Background: an optimization exercise with open tools, aiming at small area, a short achievable clock period and few clock cycles per item. Do not read the settings as production practice. The RTL was checked by simulation tests, not by an equivalence proof against the original design. Power figures rest on the tool's default switching activity, not on a simulated workload. The clock port is modelled as an ideal driver; clocking choices that lean on that would not hold on a real chip.

v37:
// sys_matmul_stream
module sys_matmul_stream #(
  parameter int N      = 3,
  parameter int DW     = 8,
  parameter int ACC_W  = 2*DW + $clog2(N),
  parameter int SIGNED = 0
) (
  input  logic             CLK,
  input  logic             rst_n,
  input  logic             vld_in,
  output logic             rdy_in,
  input  logic [DW-1:0]    a,
  input  logic [DW-1:0]    b,
  input  logic             keep,
  output logic             vld_out,
  input  logic             rdy_out,
  output logic [ACC_W-1:0] c,
  output logic             last_out,
  output logic             busy,
  output logic [1:0]       dbg_state
);
Size: roughly 1600 cells after synthesis, ~560 flip-flops, ~45 I/O pins.
Settings: LEC_CHECK=0, ABC_CLOCK_PERIOD_IN_PS=2800, CAP_MARGIN=20, CORE_MARGIN=2, CORE_UTILIZATION=55, CTS_CLUSTER_DIAMETER=100, CTS_CLUSTER_SIZE=30, SLEW_MARGIN=20, SETUP_SLACK_MARGIN=5.45, BUFFER_PORTS_ARGS=-buffer_cell sky130_fd_sc_hd__buf_2; clock period 8.0 ns.
standard.sh (not shown) runs the stock make flow with config.mk's settings and CLKGATE_MAP_FILE= SYNTH_SCRIPT=/design/flow/synth_recipe.tcl, a recipe that flattens the netlist after the stock synthesis.
==> flow/flow/run.sh <==
#!/bin/bash
set -euo pipefail
cat >> config.mk <<'CFG'
export SETUP_SLACK_MARGIN = 5.45
export BUFFER_PORTS_ARGS = -buffer_cell sky130_fd_sc_hd__buf_2
CFG
bash standard.sh > standard_run.log 2>&1
v37 reached the final stage; the timing, design-rule and antenna checks on its layout passed.
Testbench counts of v37, summed over its fixed seeds: cycles 14,488, items 1,600.
diff inputs: v37 => v17
- swapping 5.45 for 5.3 in SETUP_SLACK_MARGIN
- swapping 55 for 70 in CORE_UTILIZATION
--- a/flow/flow/run.sh
+++ b/flow/flow/run.sh
@@ -3,3 +3,3 @@
 cat >> config.mk <<'CFG'
-export SETUP_SLACK_MARGIN = 5.45
+export SETUP_SLACK_MARGIN = 5.3
 export BUFFER_PORTS_ARGS = -buffer_cell sky130_fd_sc_hd__buf_2
## What came out
Of v17 and v37, the higher slew at the pin closest to its max-slew limit belongs to v17.
On post-route worst setup slack, v17 and v37 are basically level.
Comparing v17 and v37, the higher final cell count without fillers was measured on v37.
On power, v17 and v37 are basically level.
Share of the final layout cell area in multi-input gates | v17 above v37
Summary of the comparison: vertical die dimension is lower in v17, relative to v37.
Across v17 and v37, the outcome is the same: a clean finish for every run.
v17 and v37 ended up with roughly the same highest clock rate.
The hold slack on v17 is in line with that on v37.
The largest stage delay on the critical path of v17 and that of v37 are within noise of each other.
Global routing usage summed across all routing layers delta for v17 relative to v37: 4.3 points higher
### v17 -> v25
- swapping 70 for 55 in CORE_UTILIZATION
--- outcome ---
Between v17 and v25, the flow reports number of vias in the routed layout decreasing slightly. v25 completed every stage of the flow, and the final layout passed the timing, design-rule and antenna checks. Across both runs, width of the chip was higher for v25 than for v17. Looking only at overall routing resource usage, and setting everything else aside, the lower value of v25 and v17 goes to v25. Compared with v17, v25 shows final standard cell area without fillers that has gone up slightly. Per the comparison of v25 with v17, sequential power share was more or less identical, minimum clock period increased by 0.0081 ns relative to the old numbers, net switching power of the design increased 0.64%, number of logic inverters in the finished layout level, power held.
For v14, these inputs were changed with respect to v25:
- SETUP_SLACK_MARGIN: 5.3 -> 5.0
--- a/flow/flow/run.sh
+++ b/flow/flow/run.sh
@@ -3,3 +3,3 @@
 cat >> config.mk <<'CFG'
-export SETUP_SLACK_MARGIN = 5.3
+export SETUP_SLACK_MARGIN = 5.0
 export BUFFER_PORTS_ARGS = -buffer_cell sky130_fd_sc_hd__buf_2
Findings:
The final HPWL from detailed placement reported for v14 is smaller than that of v25 by 1.4%. Count of placed standard cells in the final layout, fillers left out: v14 vs v25 — no meaningful difference. Of v14 and v25, it is v14 that has the higher worst hold margin. Between v14 and v25, the sequential share of layout area does not differ in any meaningful way.

========
== run A ==
Starting RTL as in the previous note.
Settings: LEC_CHECK=0, ABC_CLOCK_PERIOD_IN_PS=2800, CAP_MARGIN=20, CORE_MARGIN=2, CORE_UTILIZATION=55, CTS_CLUSTER_DIAMETER=100, CTS_CLUSTER_SIZE=30, SLEW_MARGIN=20, SETUP_SLACK_MARGIN=5.3, BUFFER_PORTS_ARGS=-buffer_cell sky130_fd_sc_hd__buf_2, CTS_ARGS=-sink_clustering_enable -repair_clock_nets -sink_clustering_size 30 -sink_clustering_max_diameter 100 -dont_use_dummy_load -distance_between_buffers 400 -branching_point_buffers_distance 400; clock period 8.0 ns.
==> flow/flow/run.sh <==
#!/bin/bash
set -euo pipefail
cat >> config.mk <<'CFG'
export SETUP_SLACK_MARGIN = 5.3
export BUFFER_PORTS_ARGS = -buffer_cell sky130_fd_sc_hd__buf_2
export CTS_ARGS = -sink_clustering_enable -repair_clock_nets -sink_clustering_size 30 -sink_clustering_max_diameter 100 -dont_use_dummy_load -distance_between_buffers 400 -branching_point_buffers_distance 400
CFG
bash standard.sh > standard_run.log 2>&1
Testbench counts of run A, summed over its fixed seeds: cycles 14,488, items 1,600.
Edits applied to the flow inputs when going from run A to run B:
- CTS_ARGS changed from -sink_clustering_enable -repair_clock_nets -sink_clustering_size 30 -sink_clustering_max_diameter 100 -dont_use_dummy_load -distance_between_buffers 400 -branching_point_buffers_distance 400 to -sink_clustering_enable -repair_clock_nets -sink_clustering_size 30 -sink_clustering_max_diameter 100 -dont_use_dummy_load
==> flow/flow/run.sh <==
#!/bin/bash
set -euo pipefail
cat >> config.mk <<'CFG'
export SETUP_SLACK_MARGIN = 5.3
export BUFFER_PORTS_ARGS = -buffer_cell sky130_fd_sc_hd__buf_2
export CTS_ARGS = -sink_clustering_enable -repair_clock_nets -sink_clustering_size 30 -sink_clustering_max_diameter 100 -dont_use_dummy_load
CFG
bash standard.sh > standard_run.log 2>&1
Notes after the runs:
- Diff run A..run B | depth of the most critical reg-to-reg path | unchanged
- For max-slew violation total from the final report, run A and run B come out practically identical.
- Setup slack came out exactly the same in run B and run A.
- As far as synthesized instance count goes, run B and run A are indistinguishable; the numbers are identical.
> inputs changed (run B -> run C)
- putting ABC_AREA at 1 where nothing was set
- clearing ABC_CLOCK_PERIOD_IN_PS, which used to be 2800
Notes after the runs:
Number of violations reported at the end of detailed-routing iteration 0 delta (run C − run B): favourable
The lower area of the multi-input gates of run B and run C is in run C.
On number of nets in the synthesized netlist: between run B and run C, it ends up higher for run C.
Note that the cell count after synthesis recorded for run C amounts to 1.3 times the value seen in run B.
#### Input delta (run D over run C)
- setting ABC_CLOCK_PERIOD_IN_PS to 2800 for the first time
- removing CTS_ARGS (formerly -sink_clustering_enable -repair_clock_nets -sink_clustering_size 30 -sink_clustering_max_diameter 100 -dont_use_dummy_load)
- removing ABC_AREA (formerly 1)
- changing SETUP_SLACK_MARGIN from 5.3 to 5.15
==> flow/flow/run.sh <==
#!/bin/bash
set -euo pipefail
cat >> config.mk <<'CFG'
export SETUP_SLACK_MARGIN = 5.15
export BUFFER_PORTS_ARGS = -buffer_cell sky130_fd_sc_hd__buf_2
CFG
bash standard.sh > standard_run.log 2>&1
==> comparison <==
Number of rows in the core area on run D is down relative to run C. When run D is set beside run C, its switching share of power turns out to be 0.77 points smaller. Number of clock buffer instances in the layout: lower on run C.
Input-level comparison between run E and run D:
- changing ABC_CLOCK_PERIOD_IN_PS from 2800 to 2000
- changing SETUP_SLACK_MARGIN from 5.15 to 5.3
- setting CTS_ARGS to -sink_clustering_enable -repair_clock_nets -sink_clustering_size 30 -sink_clustering_max_diameter 100 -dont_use_dummy_load for the first time
==> flow/flow/run.sh <==
#!/bin/bash
set -euo pipefail
cat >> config.mk <<'CFG'
export SETUP_SLACK_MARGIN = 5.3
export BUFFER_PORTS_ARGS = -buffer_cell sky130_fd_sc_hd__buf_2
export CTS_ARGS = -sink_clustering_enable -repair_clock_nets -sink_clustering_size 30 -sink_clustering_max_diameter 100 -dont_use_dummy_load
CFG
bash standard.sh > standard_run.log 2>&1
Notes after the runs:
Fraction of power spent switching nets (lower): run E. From run D to run E the numbers moved as follows: total non-filler cell area in the finished layout closely matched the old numbers; number of vias per cell after detailed routing increased by 0.023 relative to the old numbers.

========
Another version of the RTL of sys_matmul_stream (not shown whole).
Size: roughly 1800 cells after synthesis, roughly 600 flip-flops, ~45 I/O pins, ~24000 µm² of cells after synthesis.
==> flow/config.mk <==
export PLATFORM = sky130hd
export DESIGN_NAME = sys_matmul_stream
export DESIGN_NICKNAME = sys_matmul_stream
export VERILOG_FILES = /design/flow/design.v
export SDC_FILE = /design/flow/constraint.sdc
export NUM_CORES = 4
export LEC_CHECK = 0
export ABC_CLOCK_PERIOD_IN_PS = 2800
export CAP_MARGIN = 20
export CORE_MARGIN = 2
export CORE_UTILIZATION = 40
export SETUP_SLACK_MARGIN = 5
export SLEW_MARGIN = 20
==> flow/constraint.sdc <==
create_clock -name core_clock -period 8.0 [get_ports {CLK}]
set_input_delay 1.6000 -clock core_clock [delete_from_list [all_inputs] [get_ports {CLK}]]
set_output_delay 1.6000 -clock core_clock [all_outputs]
set_load 0.01 [all_outputs]
run.sh (not shown) runs the stock make flow with config.mk's settings and CLKGATE_MAP_FILE= SYNTH_SCRIPT=/design/flow/synth_recipe.tcl, a recipe that flattens the netlist after the stock synthesis.
Stock flow here: none of the scripts above is used.
Testbench counts at the start, summed over its fixed seeds: cycles 14,488, items 1,600.
Edit:
Settings changed: ABC_CLOCK_PERIOD_IN_PS 2800 to unset, SETUP_SLACK_MARGIN 5 to unset.
What happened: The changed run completed with no timing, DRC or antenna violations. Power falls by 0.81%. Maximum frequency decreases by 31%. Cell count is lower by 0.62%. Global-route usage fell by 0.35 points.

========
Another version of the RTL of sys_matmul_stream (not shown whole).
Size in the first run: about 22000 sq um of cells after synthesis.
==> flow/config.mk <==
export PLATFORM = sky130hd
export DESIGN_NAME = sys_matmul_stream
export DESIGN_NICKNAME = sys_matmul_stream
export VERILOG_FILES = /design/flow/design.v
export SDC_FILE = /design/flow/constraint.sdc
export NUM_CORES = 4
export LEC_CHECK = 0
export ABC_CLOCK_PERIOD_IN_PS = 2800
export CAP_MARGIN = 20
export CORE_MARGIN = 2
export CORE_UTILIZATION = 55
export CTS_CLUSTER_DIAMETER = 100
export CTS_CLUSTER_SIZE = 30
export SLEW_MARGIN = 20
export SETUP_SLACK_MARGIN = 5.6
export BUFFER_PORTS_ARGS = -buffer_cell sky130_fd_sc_hd__buf_4
==> flow/constraint.sdc <==
create_clock -name core_clock -period 8.0 [get_ports {CLK}]
set_input_delay 1.6000 -clock core_clock [delete_from_list [all_inputs] [get_ports {CLK}]]
set_output_delay 1.6000 -clock core_clock [all_outputs]
set_load 0.01 [all_outputs]
standard.sh (not shown) runs the stock make flow with config.mk's settings and CLKGATE_MAP_FILE= SYNTH_SCRIPT=/design/flow/synth_recipe.tcl, a recipe that flattens the netlist after the stock synthesis.
==> flow/flow/run.sh <==
#!/bin/bash
set -euo pipefail
cat >> config.mk <<'CFG'
export SETUP_SLACK_MARGIN = 5.6
export BUFFER_PORTS_ARGS = -buffer_cell sky130_fd_sc_hd__buf_4
CFG
bash standard.sh > standard_run.log 2>&1
Testbench counts at the start, summed over its fixed seeds: cycles 14,488, items 1,600.
Change:
==> flow/flow/run.sh (replaced) <==
#!/bin/bash
set -euo pipefail
cat >> config.mk <<'CFG'
export SETUP_SLACK_MARGIN = 5.3
export BUFFER_PORTS_ARGS = -buffer_cell sky130_fd_sc_hd__buf_2
CFG
bash standard.sh > standard_run.log 2>&1
BUFFER_PORTS_ARGS = -buffer_cell sky130_fd_sc_hd__buf_2   (was -buffer_cell sky130_fd_sc_hd__buf_4)
SETUP_SLACK_MARGIN = 5.3   (was 5.6)
Outcome: Non-clock buffer count drops by 37; final cell count went down by 1.7%; cell area falls by 3.3%; via count drops by 0.31%; worst setup slack improved by 24 ps.
Change:
==> flow/run.sh (new file) <==
#!/bin/bash
# synth_recipe.tcl (not shown) runs the flow's synth.tcl, then flattens the netlist and writes it again
# the make line also repeats each setting of config.mk as NAME=value (left out here)
make -C /OpenROAD-flow-scripts/flow DESIGN_CONFIG=/design/flow/config.mk WORK_HOME=/design/flow/orfs CLKGATE_MAP_FILE= SYNTH_SCRIPT=/design/flow/synth_recipe.tcl finish
BUFFER_PORTS_ARGS = default   (was -buffer_cell sky130_fd_sc_hd__buf_2)
CORE_UTILIZATION = 40   (was 55)
CTS_CLUSTER_DIAMETER = 60   (was 100)
SETUP_SLACK_MARGIN = 5   (was 5.3)
removed: flow/flow/run.sh
removed: flow/standard.sh
Worst hold slack is worse by 18 ps; register-to-register slack loses 90 ps; critical path depth is unchanged; wire length went down by 0.31%; setup slack gets worse by 91 ps; power climbs by 14%; combinational power is lower by about 3%; utilization decreases by 15 points; sequential share of layout area is lower by 1.9 points.
Change:
CORE_UTILIZATION = 55   (was 40)
CTS_CLUSTER_DIAMETER = 100   (was 60)
CTS_CLUSTER_SIZE = 25   (was 30)
After rerunning: Die area is lower by 27%; worst hold slack is better by 10 ps; routed wire length is lower by 2.4%; power is lower by 11%; critical path depth is lower by 2; global-route usage is higher by 5.8 points; cell count is lower by 7.4%; setup slack is better by 40 ps; sequential power hardly moves; area after synthesis does not change.

## separate check: timing with driven ports
Ports are ideal in the flow. The routed layouts listed here were re-timed in OpenROAD.
Step 1 sets driving cells, clkbuf_16 on the clock port and buf_2 on the other inputs (assumed; they add their load-dependent delay and slew).
Step 2 also shifts input and output timing later by t, the mid clock arrival at the registers, as if the neighbouring blocks saw the same clock.
Three values: no drivers, after step 1, after step 2; two values: the first two.
run	shift t [ns]	setup WS [ns]	worst setup path after step 2	slew at the worst register clock pin (ns)
v37	0.613	5.346 / 5.291 / 4.887	input to register	0.11 / 0.11
v17	0.601	5.346 / 5.295 / 4.782	input to register	0.11 / 0.11
v25	0.615	5.337 / 5.282 / 4.780	input to register	0.12 / 0.12
v14	0.616	5.145 / 5.180 / 4.564	input to register	0.11 / 0.11
run A	0.607	5.337 / 5.281 / 4.788	input to register	0.12 / 0.12
run B	0.607	5.337 / 5.281 / 4.788	input to register	0.12 / 0.12
run C	0.598	5.274 / 5.219 / 4.893	input to register	0.11 / 0.11
run D	0.618	5.213 / 5.194 / 4.631	input to register	0.11 / 0.11
run E	0.607	5.337 / 5.281 / 4.788	input to register	0.12 / 0.12
the first run of note 3	0.674	5.061 / 5.023 / 4.427	input to register	0.07 / 0.07
the second run of note 3	0.667	3.744 / 3.784 / 3.117	input to register	0.06 / 0.06
the first run of note 4	0.632	5.091 / 5.091 / 4.812	input to register	0.12 / 0.12
the second run of note 4	0.621	5.115 / 5.115 / 4.769	input to register	0.11 / 0.11
the third run of note 4	0.643	5.023 / 5.023 / 4.532	input to register	0.11 / 0.11
the fourth run of note 4	0.628	5.064 / 5.050 / 4.544	input to register	0.10 / 0.10
After both steps setup and hold are still met in every run listed. The setup slack of the first run of note 3, which loses most, moves by -0.038 ns with the drivers and by -0.634 ns with both steps.
